What follows belongs to an exercise in optimizing a design on an open flow for small area and a short achievable clock period; a production flow would make more cautious choices. The RTL was checked by simulation tests, not by an equivalence proof against the original design. Power figures rest on the tool's default switching activity, not on a simulated workload.

## oak
## simple_bus_mem_slave
module simple_bus_mem_slave #(
  parameter int AW          = 8,
  parameter int DW          = 16,
  parameter int DEPTH       = 192,
  parameter int WAIT_STATES = 1,
  parameter int BURST_LEN   = 4
) (
  input  logic          clk,
  input  logic          rst,
  input  logic          req,
  input  logic          start,
  input  logic [1:0]    mode,
  input  logic [AW-1:0] addr,
  input  logic [DW-1:0] wdata,
  output logic          gnt,
  output logic [DW-1:0] rdata,
  output logic          rdy,
  output logic          err
);
  localparam int RINGS = DEPTH / 3;
  localparam int NS    = 3 * RINGS;
  logic [1:0]    st_q, st_d;
  logic          gnt_q, rdy_q, err_q;
  logic          wait_d;
  logic          in_grant, in_wait, in_beat, last, load;
  logic          write_q;
  logic [1:0]    left_q;
  logic [AW-1:0] addr_q;
  logic          oor_q;
  logic [7:0]    rh_q, rl_q;
  logic [2:0]    rs_q;
  logic [23:0]   hs_q, nhs;
  logic [7:0]    rr_q;
  logic          boor, nrd;
  logic [7:0]    brh, brl, nrh;
  logic [2:0]    bslot, nslot;
  logic          hit_d, hit_q;
  logic          goor;
  logic [7:0]    grh, grl;
  logic [2:0]    gcls, phn, gslot;
  logic          at_top, at_end;
  logic [1:0]    ph_q;
  logic [NS-1:0][DW-1:0] slot;
  logic [NS-1:0] rsel;
  logic [DW-1:0] mem_rdata;
  logic [DW-1:0] rd_q;
  logic          dv, de, park;
  logic          pv_q, pe_q;
  logic [AW-1:0] paddr_q;
  logic [7:0]    prh, prl;
  logic [DW-1:0] pdata_q;
  logic          tv;
  logic [7:0]    th, tl;
  logic [DW-1:0] bus_n;
  logic [RINGS-1:0] ins_n;
  function automatic logic [2:0] add3(input logic [2:0] x, input logic [2:0] y);
    add3[0] = (x[0] && y[0]) || (x[1] && y[2]) || (x[2] && y[1]);
    add3[1] = (x[0] && y[1]) || (x[1] && y[0]) || (x[2] && y[2]);
    add3[2] = (x[0] && y[2]) || (x[1] && y[1]) || (x[2] && y[0]);
  endfunction
  function automatic logic [2:0] digit3(input logic [1:0] d);
    digit3[0] = (d == 2'd0) || (d == 2'd3);
    digit3[1] = (d == 2'd1);
    digit3[2] = (d == 2'd2);
  endfunction
  function automatic logic [2:0] addr_class(input logic [7:0] a);
    addr_class = add3(add3(digit3(a[7:6]), digit3(a[5:4])),
                      add3(digit3(a[3:2]), digit3(a[1:0])));
  endfunction
  ...
For scale: roughly 7400 cells after synthesis, ~49 I/O pins.
clock: 5.5 ns
lec_check: 0
cap_margin: 20
cell_pad_in_sites_detail_placement: 1
core_margin: 2
core_utilization: 40
cts_cluster_diameter: 80
cts_cluster_size: 30
place_density: 0.45
setup_slack_margin: 3.0
slew_margin: 20
synth_hierarchical: 1
tns_end_percent: 5
run.sh (not shown) runs the stock make flow with config.mk's settings and CLKGATE_MAP_FILE= SYNTH_SCRIPT=/design/flow/synth_recipe.tcl, a recipe that flattens the netlist after the stock synthesis.
## Diff of input files: pine against oak
diff --git a/flow/config.mk b/flow/config.mk
--- a/flow/config.mk
+++ b/flow/config.mk
@@ -17,2 +17 @@
 export SYNTH_HIERARCHICAL = 1
-export TNS_END_PERCENT = 5
==> comparison <==
- pine: done, clean on timing, DRC and antenna
- Count of H-tree levels built during CTS came out exactly the same in oak and pine.
- [compare] base=oak new=pine: switching power share of the total held; post-route worst setup slack now larger.
For birch, these inputs were changed with respect to pine:
diff --git a/flow/config.mk b/flow/config.mk
--- a/flow/config.mk
+++ b/flow/config.mk
@@ -8,8 +8,7 @@
 export CAP_MARGIN = 20
-export CELL_PAD_IN_SITES_DETAIL_PLACEMENT = 1
 export CORE_MARGIN = 2
-export CORE_UTILIZATION = 40
+export CORE_UTILIZATION = 45
 export CTS_CLUSTER_DIAMETER = 80
 export CTS_CLUSTER_SIZE = 30
-export PLACE_DENSITY = 0.45
+export PLACE_DENSITY = 0.5
 export SETUP_SLACK_MARGIN = 3.0
==> comparison <==
- Timing, DRC, antenna: 0 failures across pine and birch
- [compare] base=pine new=birch: multi-input logic area roughly the same; horizontal extent of the die lower; final routed wirelength across all metal layers lower; data-path buffer share of cell area in the final layout lower.
- Looking at period utilization, birch sits 0.66 points above pine.
- The total CTS buffers in birch sits 0.70% below the value recorded for pine.
- Power in combinational cells in birch is about 6% lower than in pine
- pine leaves more setup margin than birch.
- Sum of net half-perimeters after detailed placement (lower): birch
- On number of clock buffers in the layout: between pine and birch, it ends up higher for birch.

Another version of the RTL of simple_bus_mem_slave (not shown whole).
Size in the first run: ~3,200 flip-flops, roughly 49 I/O pins, ~91,000 um^2 of cells after synthesis.
## simple_bus_mem_slave
module simple_bus_mem_slave #(
  parameter int AW          = 8,
  parameter int DW          = 16,
  parameter int DEPTH       = 192,
  parameter int WAIT_STATES = 1,
  parameter int BURST_LEN   = 4
) (
  input  logic          clk,
  input  logic          rst,
  input  logic          req,
  input  logic          start,
  input  logic [1:0]    mode,
  input  logic [AW-1:0] addr,
  input  logic [DW-1:0] wdata,
  output logic          gnt,
  output logic [DW-1:0] rdata,
  output logic          rdy,
  output logic          err
);
make LEC_CHECK=0 CAP_MARGIN=5 CELL_PAD_IN_SITES_DETAIL_PLACEMENT=1 CORE_MARGIN=2 CORE_UTILIZATION=40 CTS_CLUSTER_DIAMETER=80 CTS_CLUSTER_SIZE=30 PLACE_DENSITY=0.45 SETUP_SLACK_MARGIN=3.0 SLEW_MARGIN=5 SYNTH_HIERARCHICAL=1 finish   # period 5.5 ns
The first run completed without violations.
Then changed:
--- a/flow/config.mk
+++ b/flow/config.mk
@@ -8 +8 @@
-export CAP_MARGIN = 5
+export CAP_MARGIN = 10
@@ -16 +16 @@
-export SLEW_MARGIN = 5
+export SLEW_MARGIN = 10
Result: Power stays the same; final area is unchanged; routed wire length does not change.
Then changed:
--- a/flow/config.mk
+++ b/flow/config.mk
@@ -8 +8 @@
-export CAP_MARGIN = 10
+export CAP_MARGIN = 20
@@ -16 +16 @@
-export SLEW_MARGIN = 10
+export SLEW_MARGIN = 20
Fmax hardly moves.
Worst setup slack loses 0.0042 ns.
Non-clock buffer count went up by 28.
Area after synthesis is unchanged.
Synthesized cell count stays the same.
Critical path depth went up by 10.
Total power is about the same.
Combinational power is about the same.
Final cell count hardly moves.

static timing again, ports no longer ideal:
In the flow no input, the clock included, has a driving cell. The finished layouts below were timed again as built, in two steps.
Step 1: set_driving_cell puts a clkbuf_16 on clk and a buf_2 on each other input, an assumption about the parent block.
Step 2 also shifts input and output timing later by t, the mid clock arrival at the registers, as if the neighbouring blocks saw the same clock.
Three values: ideal ports, drivers, drivers and shift; two values: the first two.
run | t, ns | slack for setup (ns) | worst hold slack (ns) | worst setup path after step 2 | pins driven straight from the clock port
oak | 0.901 | 2.678 / 2.615 / 1.941 | 0.337 / 0.337 / 0.337 | input to register | 1
pine | 0.909 | 2.862 / 2.862 / 2.033 | 0.336 / 0.336 / 0.336 | input to register | 1
birch | 0.902 | 2.826 / 2.826 / 1.963 | 0.343 / 0.343 / 0.343 | input to register | 1
the first run of note 2 | 0.917 | 2.910 / 2.820 / 2.011 | 0.335 / 0.335 / 0.335 | input to register | 1
the second run of note 2 | 0.917 | 2.910 / 2.820 / 2.011 | 0.335 / 0.335 / 0.335 | input to register | 1
the third run of note 2 | 0.911 | 2.905 / 2.818 / 1.978 | 0.331 / 0.331 / 0.331 | input to register | 1
After both steps every run listed still meets setup and hold. The setup slack of the third run of note 2, which loses most, moves by -0.087 ns with the drivers and by -0.927 ns with both steps.
